What follows belongs to an exercise in optimizing a design on an open flow for small area; a production flow would make more cautious choices. The RTL was checked by simulation tests, not by an equivalence proof against the original design. Power is estimated from default activity; no workload was simulated.

## job 2994
==> flow/design.v <==
package skinny_masked_pkg;
    typedef enum logic [1:0] {
        ST_IDLE = 2'd0,
        ST_CALC = 2'd1,
        ST_DONE = 2'd2,
        ST_HOLD = 2'd3
    } fsm_state_t;
    localparam int SB_LAT = 4;
    localparam int N_SBOX = 16;
    function automatic integer n_shares(input integer dd);
        n_shares = dd + 1;
    endfunction
    function automatic integer rnd_per_and(input integer dd);
        rnd_per_and = dd * (dd + 1) / 2;
    endfunction
    function automatic integer rnd_per_sbox(input integer dd);
        rnd_per_sbox = 8 * dd * (dd + 1) / 2;
    endfunction
endpackage
module skinny_share_byte_mux
#(
    parameter int d = 2
) (
    input  logic [128*(d+1)-1:0] state,
    output logic [128*(d+1)-1:0] sb_in,
    input  logic [128*(d+1)-1:0] sb_out,
    output logic [128*(d+1)-1:0] result
);
    localparam int NS = skinny_masked_pkg::n_shares(d);
    for (genvar k = 0; k < skinny_masked_pkg::N_SBOX; k++) begin : g_byte
        for (genvar j = 0; j < NS; j++) begin : g_share
            assign sb_in[k*8*NS + 8*j +: 8]  = state[128*j + 8*k +: 8];
            assign result[128*j + 8*k +: 8] = sb_out[k*8*NS + 8*j +: 8];
        end
    end
endmodule
module skinny_sbox8_domd_non_pipelined
#(
    parameter int d = 2
) (
    input  logic                      clk,
    input  logic                      ld,      
    input  logic                      keep,    
    input  logic                      hold,    
    input  logic                      sel_x,   
    input  logic                      sel_w,   
    input  logic [skinny_masked_pkg::SB_LAT-1:0] lyr,  
    input  logic [8*(d+1)-1:0]        si,
    input  logic [skinny_masked_pkg::rnd_per_sbox(d)-1:0] rnd,
    output logic [8*(d+1)-1:0]        so
);
    localparam int NS = skinny_masked_pkg::n_shares(d);
    localparam int RA = skinny_masked_pkg::rnd_per_and(d);
    function automatic logic [NS-1:0] dom_and(input logic [NS-1:0] a,
                                              input logic [NS-1:0] b,
                                              input logic [RA-1:0] r);
        logic [NS-1:0] c;
        c = a & b;
        for (int i = 0; i < NS; i++) begin
            for (int j = i + 1; j < NS; j++) begin
                c[i] = c[i] ^ (a[i] & b[j]) ^ r[i*NS - i*(i+1)/2 + (j-i-1)];
                c[j] = c[j] ^ (a[j] & b[i]) ^ r[i*NS - i*(i+1)/2 + (j-i-1)];
            end
        end
        dom_and = c;
    endfunction
    function automatic logic [8*NS-1:0] perm_sh(input logic [8*NS-1:0] x);
        logic [8*NS-1:0] p;
        for (int i = 0; i < NS; i++) begin
            p[8*i +: 8] = {x[8*i+2], x[8*i+1], x[8*i+7], x[8*i+6],
                           x[8*i+4], x[8*i+0], x[8*i+3], x[8*i+5]};
        end
        perm_sh = p;
    endfunction
    function automatic logic [8*NS-1:0] unperm_swap_sh(input logic [8*NS-1:0] p);
        logic [8*NS-1:0] s;
        for (int i = 0; i < NS; i++) begin
            s[8*i +: 8] = {p[8*i+5], p[8*i+4], p[8*i+0], p[8*i+3],
                           p[8*i+1], p[8*i+6], p[8*i+7], p[8*i+2]};
        end
        unperm_swap_sh = s;
    endfunction
    logic [8*NS-1:0] x_q;
    logic [8*NS-1:0] w_q;
    logic [8*NS-1:0] x, y;
    logic [2*RA-1:0] r;
    logic [NS-1:0]   a_lo, b_lo, a_hi, b_hi, n_lo, n_hi;
    always_comb begin
        r = '0;
        for (int l = 0; l < skinny_masked_pkg::SB_LAT; l++)
            r = r | ({2*RA{lyr[l]}} & rnd[l*2*RA +: 2*RA]);
    end
    assign x = ({8*NS{sel_x}} & x_q) | ({8*NS{sel_w}} & w_q);
    always_comb begin
        for (int i = 0; i < NS; i++) begin
            a_lo[i] = x[8*i+2] ^ (i == 0);
            b_lo[i] = x[8*i+3] ^ (i == 0);
            a_hi[i] = x[8*i+6] ^ (i == 0);
            b_hi[i] = x[8*i+7] ^ (i == 0);
        end
        n_lo = dom_and(a_lo, b_lo, r[RA-1:0]);
        n_hi = dom_and(a_hi, b_hi, r[2*RA-1:RA]);
        y = x;
        for (int i = 0; i < NS; i++) begin
            y[8*i]   = x[8*i]   ^ n_lo[i];
            y[8*i+4] = x[8*i+4] ^ n_hi[i];
        end
    end
    logic [8*NS-1:0] w_d;
    assign w_d = ({8*NS{hold}} & w_q) | ({8*NS{sel_x | sel_w}} & perm_sh(y));
    always_ff @(posedge clk) begin
        x_q <= ({8*NS{ld}} & si) | ({8*NS{keep}} & x_q);
        w_q <= w_d;
    end
    assign so = unperm_swap_sh(w_q);
endmodule
module skinny_subcells_domd_ctrl
#(
    parameter int d      = 2,
    parameter int SB_LAT = skinny_masked_pkg::SB_LAT
) (
    input  logic                      clk,
    input  logic                      rst,
    input  logic                      in_valid,
    output logic                      in_ready,
    input  logic [128*(d+1)-1:0]      in_state,
    input  logic [64*d*(d+1)-1:0]     rnd,
    input  logic                      rnd_valid,
    output logic                      rnd_req,
    output logic                      out_valid,
    input  logic                      out_ready,
    output logic [128*(d+1)-1:0]      out_state,
    output logic                      restart
);
    localparam int NS    = skinny_masked_pkg::n_shares(d);
    localparam int RPS   = skinny_masked_pkg::rnd_per_sbox(d);
    logic                 done_q;
    logic [SB_LAT-1:0]    lyr_q;
    logic                 calcn_q;
    logic                 keep_q, hold_q;
    logic [128*NS-1:0]    sb_in;
    logic [128*NS-1:0]    sb_out;
    skinny_share_byte_mux #(.d(d)) u_mux (
        .state  (in_state),
        .sb_in  (sb_in),
        .sb_out (sb_out),
        .result (out_state)
    );
    for (genvar k = 0; k < skinny_masked_pkg::N_SBOX; k++) begin : g_sbox
        skinny_sbox8_domd_non_pipelined #(.d(d)) u_sbox (
            .clk   (clk),
            .ld    (in_ready),
            .keep  (keep_q),
            .hold  (hold_q),
            .sel_x (lyr_q[0]),
            .sel_w (calcn_q),
            .lyr   (lyr_q),
            .si    (sb_in[k*8*NS +: 8*NS]),
            .rnd   (rnd[k*RPS +: RPS]),
            .so    (sb_out[k*8*NS +: 8*NS])
        );
    end
    always_ff @(posedge clk or posedge rst) begin
        if (rst) begin
            in_ready  <= 1'b1;
            rnd_req   <= 1'b0;
            done_q    <= 1'b0;
            out_valid <= 1'b0;
            restart   <= 1'b0;
            lyr_q     <= '0;
            calcn_q   <= 1'b0;
            keep_q    <= 1'b0;
            hold_q    <= 1'b1;
        end else begin
            restart <= rnd_req & ~rnd_valid;
            lyr_q   <= {lyr_q[SB_LAT-2:0] & {(SB_LAT-1){rnd_valid}},
                        (in_ready & in_valid) | (rnd_req & ~rnd_valid)};
            calcn_q <= |lyr_q[SB_LAT-2:0] & rnd_valid;
            done_q  <= lyr_q[SB_LAT-1] & rnd_valid;
            if (in_ready && in_valid) begin
                in_ready <= 1'b0;
                keep_q   <= 1'b1;
                rnd_req  <= 1'b1;
                hold_q   <= 1'b0;
            end
            if (lyr_q[SB_LAT-1] && rnd_valid) begin
                rnd_req <= 1'b0;
                hold_q  <= 1'b1;
            end
            if (done_q) out_valid <= 1'b1;
            if (out_valid && out_ready) begin
                out_valid <= 1'b0;
                in_ready  <= 1'b1;
                keep_q    <= 1'b0;
            end
        end
    end
endmodule
export LEC_CHECK = 0
export CAP_MARGIN = 20
export CORE_AREA = 5 5 395 395
export CTS_CLUSTER_DIAMETER = 150
export CTS_CLUSTER_SIZE = 24
export DIE_AREA = 0 0 400 400
export SLEW_MARGIN = 20
create_clock -name core_clock -period 4.0 [get_ports {clk}]
standard.sh (not shown) runs the stock make flow with config.mk's settings and CLKGATE_MAP_FILE= SYNTH_SCRIPT=/design/flow/synth_recipe.tcl, a recipe that flattens the netlist after the stock synthesis.
==> flow/flow/run.sh <==
#!/bin/bash
# Standard ORFS layout with two changes:
#  - synthesis maps the logic with an area-oriented ABC script (flow/abc_area.script)
#    in place of ORFS's delay-oriented one; everything else in synthesis is
#    the standard synthesis (synth_recipe.tcl), so the registers are the same;
#  - buffer_ports uses the smallest buffer for the port buffers.
set -euo pipefail
here=$(pwd)
rm -rf "$here/scripts_area"
cp -r "$FLOW_HOME/scripts" "$here/scripts_area"
cp "$here/flow/abc_area.script" "$here/scripts_area/abc_speed.script"
bash standard.sh "SCRIPTS_DIR=$here/scripts_area" \
  "BUFFER_PORTS_ARGS=-buffer_cell sky130_fd_sc_hd__buf_1" finish > orfs_flow.log 2>&1
==> flow/flow/abc_area.script <==
&get -n
&st
&dch -f
&nf -a -R 1000
&put
Job 2994 finished every stage and its layout cleared the timing, DRC and antenna checks.
Relative to job 2994, the following input files were edited for job 2076:
- CTS_CLUSTER_DIAMETER changed from 150 to 100
- CORE_AREA changed from 5 5 395 395 to 5 5 415 415
- CTS_CLUSTER_SIZE changed from 24 to 12
- DIE_AREA changed from 0 0 400 400 to 0 0 420 420
- CTS_BUF_LIST newly set to sky130_fd_sc_hd__clkbuf_8
Results
In summary, job 2076 completed successfully, with a layout that passed the timing, DRC and antenna checks.
Transition time at the pin with the least slew margin sits lower in job 2076 than in job 2994.
Job 2076 ends up with lower fraction of met3 tracks used by global routing than job 2994 does.
Relative to job 2994, total power after layout has gone down in job 2076.
In job 2076 the worst hold slack turned out 0.15 ns higher than in job 2994.
Relative to job 2994, combinational power decreased by about 2% in job 2076.
Re total power density per cell area: job 2994 was higher than job 2076.
Of job 2076 and job 2994, the run reporting the higher sequential share of layout area was job 2994.
In terms of final critical-path setup slack, job 2994 and job 2076 differ only marginally.
Register-to-register path setup slack of job 2076 is on par with job 2994.
Buffer share of cell area was higher in job 2994 than in job 2076.
Setup changes, job 2076 to job 6368
- CTS_BUF_LIST: sky130_fd_sc_hd__clkbuf_8 -> unset
- CTS_CLUSTER_SIZE: 12 -> 30
Results
Looking at overall routing resource usage across job 6368 and job 2076, the one that comes out higher is job 2076. Job 6368 ended up with a higher power in the clock group than job 2076 did. [job 6368] routed wire length fell 1300 um relative to job 2076. Taking job 2076 as the reference, in job 6368 fraction of area in non-clock buffers ~0 delta, non-clock buffer count ~0 delta. Job 2076 → job 6368: count of endpoints failing hold in the final timing report level; proportion of layout cells with a drive suffix above 1 moved down; minimum clock period after layout went down by 0.0067 ns; maximum frequency has remained practically unchanged; first-pass GRT wire length decreased by 0.83% relative to the old numbers.

separate check: timing with driven ports:
The flow's constraints put no driver on any port. The routed layouts listed below were extracted and timed again, unchanged, in two steps. Step 1 sets driving cells, clkbuf_16 on the clock port and buf_2 on the other inputs (assumed; they add their load-dependent delay and slew). Step 2 times the ports against the registers' clock, not the clock port: input delays grow and output delays shrink by t, the midpoint of the rising clock arrivals with the driver on. Slacks: no drivers / after step 1 / after step 2; pairs: no drivers / after step 1.
| run | t (ns) | slack for setup (ns) | worst setup path after step 2 |
|---|---|---|---|
| job 2994 | 0.695 | 0.876 / 0.876 / 0.876 | register to register |
| job 2076 | 0.827 | 0.876 / 0.876 / 0.876 | register to register |
| job 6368 | 0.701 | 0.882 / 0.882 / 0.882 | register to register |
After both steps every run listed still meets setup and hold.
